From an optimization exercise on the open Yosys and OpenROAD flow, aimed at small area, a short achievable clock period and few clock cycles per item; shortcuts taken in it are not production practice. The RTL was checked by simulation tests, not by an equivalence proof against the original design.

==> config.mk <==
export PLATFORM = sky130hd
export DESIGN_NAME = julia_pixel_engine
export DESIGN_NICKNAME = julia_pixel_engine
export VERILOG_FILES = /design/flow/design.v
export SDC_FILE = /design/flow/constraint.sdc
export NUM_CORES = 4
export LEC_CHECK = 0
export CAP_MARGIN = 20
export CORE_MARGIN = 2
export CORE_UTILIZATION = 40
export PLACE_DENSITY = 0.6
export SLEW_MARGIN = 20
==> constraint.sdc <==
create_clock -name core_clock -period 11.0 [get_ports {clk}]
set_input_delay 2.2000 -clock core_clock [delete_from_list [all_inputs] [get_ports {clk}]]
set_output_delay 2.2000 -clock core_clock [all_outputs]
set_load 0.01 [all_outputs]
==> design.v <==
module julia_pixel_engine #(
  parameter int H_RES    = 640,
  parameter int V_RES    = 480,
  parameter int MAX_ITER = 255,
  parameter int FRAC     = 12
) (
  input  logic        clk,
  input  logic        reset_n,
  input  logic        start,
  input  logic        abort,
  input  logic [15:0] c_re,
  input  logic [15:0] c_im,
  input  logic [15:0] re_start,
  input  logic [15:0] im_start,
  input  logic [15:0] step,
  output logic        draw,
  input  logic        draw_ready,
  output logic [9:0]  x,
  output logic [9:0]  y,
  output logic [7:0]  i,
  output logic        busy,
  output logic        frame_done
);
  typedef enum logic [2:0] {S_IDLE, S_INIT, S_ITER, S_EMIT, S_DONE} state_t;
  localparam logic [9:0]         X_LAST   = 10'(H_RES - 1);
  localparam logic [9:0]         Y_LAST   = 10'(V_RES - 1);
  localparam logic [7:0]         ITER_CAP = 8'(MAX_ITER);
  localparam logic signed [32:0] MAG_LIM  = 33'sd67108864;
  state_t state, state_nxt;
  logic signed [15:0] c_re_q, c_im_q, re0_q, step_q;
  logic signed [15:0] cur_re, cur_im, zr, zi;
  logic [7:0]         iter, i_q;
  logic [9:0]         x_q, y_q;
  logic signed [31:0] zr_sq, zi_sq, zr_zi;
  logic signed [32:0] mag, diff, twice;
  logic signed [17:0] re_sum, im_sum;
  logic               escape, last_pix, go, accept;
  function automatic logic signed [15:0] sat16(input logic signed [17:0] v);
    if (v > 18'sd32767)
      sat16 = 16'sh7FFF;
    else if (v < -18'sd32768)
      sat16 = 16'sh8000;
    else
      sat16 = v[15:0];
  endfunction
  assign zr_sq  = zr * zr;
  assign zi_sq  = zi * zi;
  assign zr_zi  = zr * zi;
  assign mag    = 33'(zr_sq) + 33'(zi_sq);
  assign diff   = 33'(zr_sq) - 33'(zi_sq);
  assign twice  = $signed({zr_zi, 1'b0});
  assign re_sum = 18'(diff >>> FRAC) + 18'(c_re_q);
  assign im_sum = 18'(twice >>> FRAC) + 18'(c_im_q);
  assign escape   = (mag > MAG_LIM) || (iter == ITER_CAP);
  assign last_pix = (x_q == X_LAST) && (y_q == Y_LAST);
  assign go       = (state == S_IDLE) && start && !abort;
  assign accept   = (state == S_EMIT) && draw_ready && !abort;
  always_ff @(posedge clk or negedge reset_n) begin
    if (!reset_n)
      state <= S_IDLE;
    else
      state <= state_nxt;
  end
  always_comb begin
    state_nxt = state;
    case (state)
      S_IDLE: if (go) state_nxt = S_INIT;
      S_INIT: state_nxt = S_ITER;
      S_ITER: if (escape) state_nxt = S_EMIT;
      S_EMIT: if (draw_ready) state_nxt = last_pix ? S_DONE : S_INIT;
      S_DONE: state_nxt = S_IDLE;
      default: state_nxt = S_IDLE;
    endcase
    if (abort)
      state_nxt = S_IDLE;
  end
  always_ff @(posedge clk or negedge reset_n) begin
    if (!reset_n) begin
      c_re_q <= '0;
      c_im_q <= '0;
      re0_q  <= '0;
      step_q <= '0;
      cur_re <= '0;
      cur_im <= '0;
      zr     <= '0;
      zi     <= '0;
      iter   <= '0;
      i_q    <= '0;
      x_q    <= '0;
      y_q    <= '0;
    end else begin
      if (go) begin
        c_re_q <= c_re;
        c_im_q <= c_im;
        re0_q  <= re_start;
        step_q <= step;
        cur_re <= re_start;
        cur_im <= im_start;
        x_q    <= '0;
        y_q    <= '0;
      end
      if (state == S_INIT) begin
        zr   <= cur_re;
        zi   <= cur_im;
        iter <= '0;
      end
      if (state == S_ITER) begin
        if (escape) begin
          i_q <= iter;
        end else begin
          zr   <= sat16(re_sum);
          zi   <= sat16(im_sum);
          iter <= iter + 8'd1;
        end
      end
      if (accept && !last_pix) begin
        if (x_q == X_LAST) begin
          x_q    <= '0;
          y_q    <= y_q + 10'd1;
          cur_re <= re0_q;
          cur_im <= cur_im - step_q;
        end else begin
          x_q    <= x_q + 10'd1;
          cur_re <= cur_re + step_q;
        end
      end
    end
  end
  assign draw       = (state == S_EMIT);
  assign busy       = (state != S_IDLE);
  assign frame_done = (state == S_DONE);
  assign x          = x_q;
  assign y          = y_q;
  assign i          = i_q;
endmodule
==> run.sh <==
#!/bin/bash
# synth_recipe.tcl (not shown) runs the flow's synth.tcl, then flattens the netlist and writes it again
# the make line also repeats each setting of config.mk as NAME=value (left out here)
make -C /OpenROAD-flow-scripts/flow DESIGN_CONFIG=/design/flow/config.mk WORK_HOME=/design/flow/orfs CLKGATE_MAP_FILE= SYNTH_SCRIPT=/design/flow/synth_recipe.tcl finish
==> notes.md <==
number of global-route vias before repair=30894; first-pass GRT wire length=167500 µm; std cell rows=114; CTS tree=built; cell with the most instances after synthesis=inv_1; gr usage total=0.2130; 1st-iter DRT viols=1825; Slowest-stage cell, CP=dfrtp_1; Mean Syn Cell Area=8.730 µm²; largest net degree at the start of global routing=93; RD Place Congestion=0.9266; Final nets=5728; EDFF count, synth=0; status=timing/DRC/antenna clean; Setup Viol. Count Final=0; synthesized area=39270 µm²; initial antenna violation count=4; synth top area cells=fa_1 37%, ha_1 12%, dfrtp_1 11%, inv_1 9.7%, nand2_1 5.9%; Period minus WS final=10.44 ns; synth unique cells=87; highest clock rate=95.79 MHz; share of layout cells above drive strength 1=0.04008; Max Buffers Root-to-Sink=2; worst hold-check path type=flip-flop to flip-flop; final core utilization=0.4405; Worst Setup End Kind=flip-flop; RSZ-0062 raised after global routing=false; drt first pass iters=6; Seq/Total Area, Yosys=0.1064; P&R area growth vs syn=8.820%; port bufs=115; Slew @ Worst Pin=1.053 ns; setup bufs post-CTS=0; H-tree Lvls=4; CTS clk-pin slew, worst paths=0.08 ns; starting density of the core=0.4048; Post-synth top flop=dfrtp_1; Clock Latency Late Sink=0.47 ns; routed vias/inst=5.077; drt drc=0; routed len/inst=17.46 µm; top cells by count, synth=1017 x inv_1, 717 x fa_1, 622 x nand2_1; clock skew=0.01948 ns; Slew headroom=0.2966; CP max stage delay=0.64 ns; CTS Root Cell=clkbuf_16; Setup Crit Path Kind=flip-flop to flip-flop; Hold Fails Final Rpt=0; GRT overflow=0; Ports=116; Synth warnings=1; max_cap viols=0; TritonCTS Buffers=17; DRT antenna net count=0; die area=100700 µm²; Synth Instances=4498; async set-reset flop share out of synthesis=1.000; die width=317.3 µm; Worst EP arrival=10.75 ns; Vias=29662; setup TNS=0 ns; CP required=11.31 ns; Die Y=317.3 µm; startpoint types=flip-flop; Final Max Slew Viols=0; top-area cell type share of the netlist area=0.3655; CTS sink count=167; Tcrit/Tclk final=0.9491; Synth Register Bits=167; routed wire length=102000 µm; ant diodes=0; cell taking the most area after synthesis=fa_1; CORE AREA=96990 µm²; Detail Placement HPWL=84710 µm; Syn Nets=5672; CP max FO=13
==> layer usage <==
metal / part of all wire / vias up / track usage
met5: 0.00022 / - / 0
li1: - / 13960 / -
met2: 0.48 / 712 / 0.3543
met4: 0.034 / 4 / 0.06626
met1: 0.44 / 14852 / 0.2878
met3: 0.051 / 134 / 0.02974
==> per-stage QoR <==
step | std cells | hold slack, ns | setup slack [ns] | area, µm²
4_1_cts | 5841 | 0.4786 | 0.3702 | 42670
6_report | 5842 | 0.4804 | 0.5603 | 42730
2_1_floorplan | 4498 | 0.4406 | 1.195 | 39270
5_1_grt | 5842 | 0.5032 | 0.03756 | 42730
3_3_place_gp | 5810 | 0.4558 | 0.5877 | 42080
3_5_place_dp | 5810 | 0.4638 | 0.4170 | 42080
==> cell type report <==
| class | instances | area [µm²] |
|---|---|---|
| fillers | 9541 | 54260 |
| multi-input cells | 3144 | 30650 |
| flip-flops and latches | 167 | 4193 |
| inverters | 1019 | 3825 |
| repair buffers | 205 | 1878 |
| well taps | 1276 | 1597 |
| clock buffers | 18 | 439.2 |
| clock inverters | 13 | 151.4 |
==> final timing paths <==
check,from,end,slack (ns),cells past startpoint
max,zi[8],zr[10],0.56,37
min,re0_q[14],re0_q[14],0.48,2
max reg2reg,zi[8],zr[10],0.56,37
min reg2reg,re0_q[14],re0_q[14],0.48,2
max in group asynchronous,reset_n,c_re_q[15],7.86,3
min in group asynchronous,reset_n,c_im_q[10],1.85,1
==> logic make-up after synthesis <==
group,Yosys count,share of synthesized area
compound gates,603,0.1004
xor+xnor,201,0.04483
fa+ha+maj,1089,0.4841
buf+inv,1187,0.1140
flops,167,0.1064
mux,25,0.006660
simple gates,1226,0.1436
==> cells in the final DEF (no fill, tap or decap), types with 12 or more instances in the layout <==
cell type | synthesis | final
a211oi_1 | 42 | 42
a21boi_0 | 15 | 13
a21o_1 | 53 | 53
a21oi_1 | 157 | 157
and2_1 | 184 | 183
and3_1 | 26 | 26
buf_4 | 2 | 86
clkbuf_16 | 0 | 17
clkdlybuf4s50_1 | 0 | 114
dfrtp_1 | 167 | 156
fa_1 | 717 | 717
ha_1 | 372 | 372
inv_1 | 1017 | 1017
mux2i_1 | 16 | 16
nand2_1 | 622 | 622
nand2b_1 | 36 | 36
nand3_1 | 38 | 38
nand4_1 | 21 | 21
nor2_1 | 189 | 189
nor2b_1 | 25 | 25
nor3_1 | 26 | 26
o211ai_1 | 12 | 12
o21a_1 | 25 | 25
o21ai_0 | 139 | 138
o21bai_1 | 17 | 17
o22ai_1 | 20 | 20
o31ai_1 | 13 | 13
or3_1 | 12 | 12
xnor2_1 | 146 | 145
xor2_1 | 55 | 54
==> what timing repair did <==
action / in CTS / in global routing
endpoints found under the setup margin: 0 / 15
hold buffers: 0 / 0
gates resized for setup: 0 / 18
==> flip-flops by register name, summed over array words and instances (netlist names) <==
register / cells
c_im_q: 16
c_re_q: 16
cur_im: 16
cur_re: 16
i_q: 8
iter: 8
re0_q: 16
state: 3
step_q: 16
x_q: 10
y_q: 10
zi: 16
zr: 16
==> critical path, delay by kind of cell, from the launching register on <==
| kind | cells | cell delay, ns |
|---|---|---|
| AOI/OAI and AO/OA | 13 | 2.58 |
| xor gates and xnor gates | 4 | 0.77 |
| adders and majority gates | 9 | 3.88 |
| buffers and inverters | 5 | 0.78 |
| DFF | 1 | 0.64 |
| and+or+nand+nor | 6 | 1.65 |
Testbench counts, summed over its fixed seeds: cycles 2,784,365, pixels 61,440.

## static timing again, ports no longer ideal
In the flow no input, the clock included, has a driving cell. The finished layout below was timed again as built, in two steps.
Step 1, drivers: a clkbuf_16 drives clk and a buf_2 each remaining input, both assumed.
Step 2 moves the port delays by t, midway between the first and last clock arrival at a register: inputs arrive t later, outputs are due t later. That takes back most of the time a late clock gives input paths.
Three values: ideal ports, drivers, drivers and shift; two values: the first two.
shift t [ns]: 0.506
setup slack, ns: 0.560 / 0.560 / 0.560
worst hold slack (ns): 0.480 / 0.480 / 0.480
worst data-port slew with drivers (ns): 0.06
After both steps setup and hold are still met in this run. The setup slack of this run moves by 0.000 ns with the drivers and by 0.000 ns with both steps.
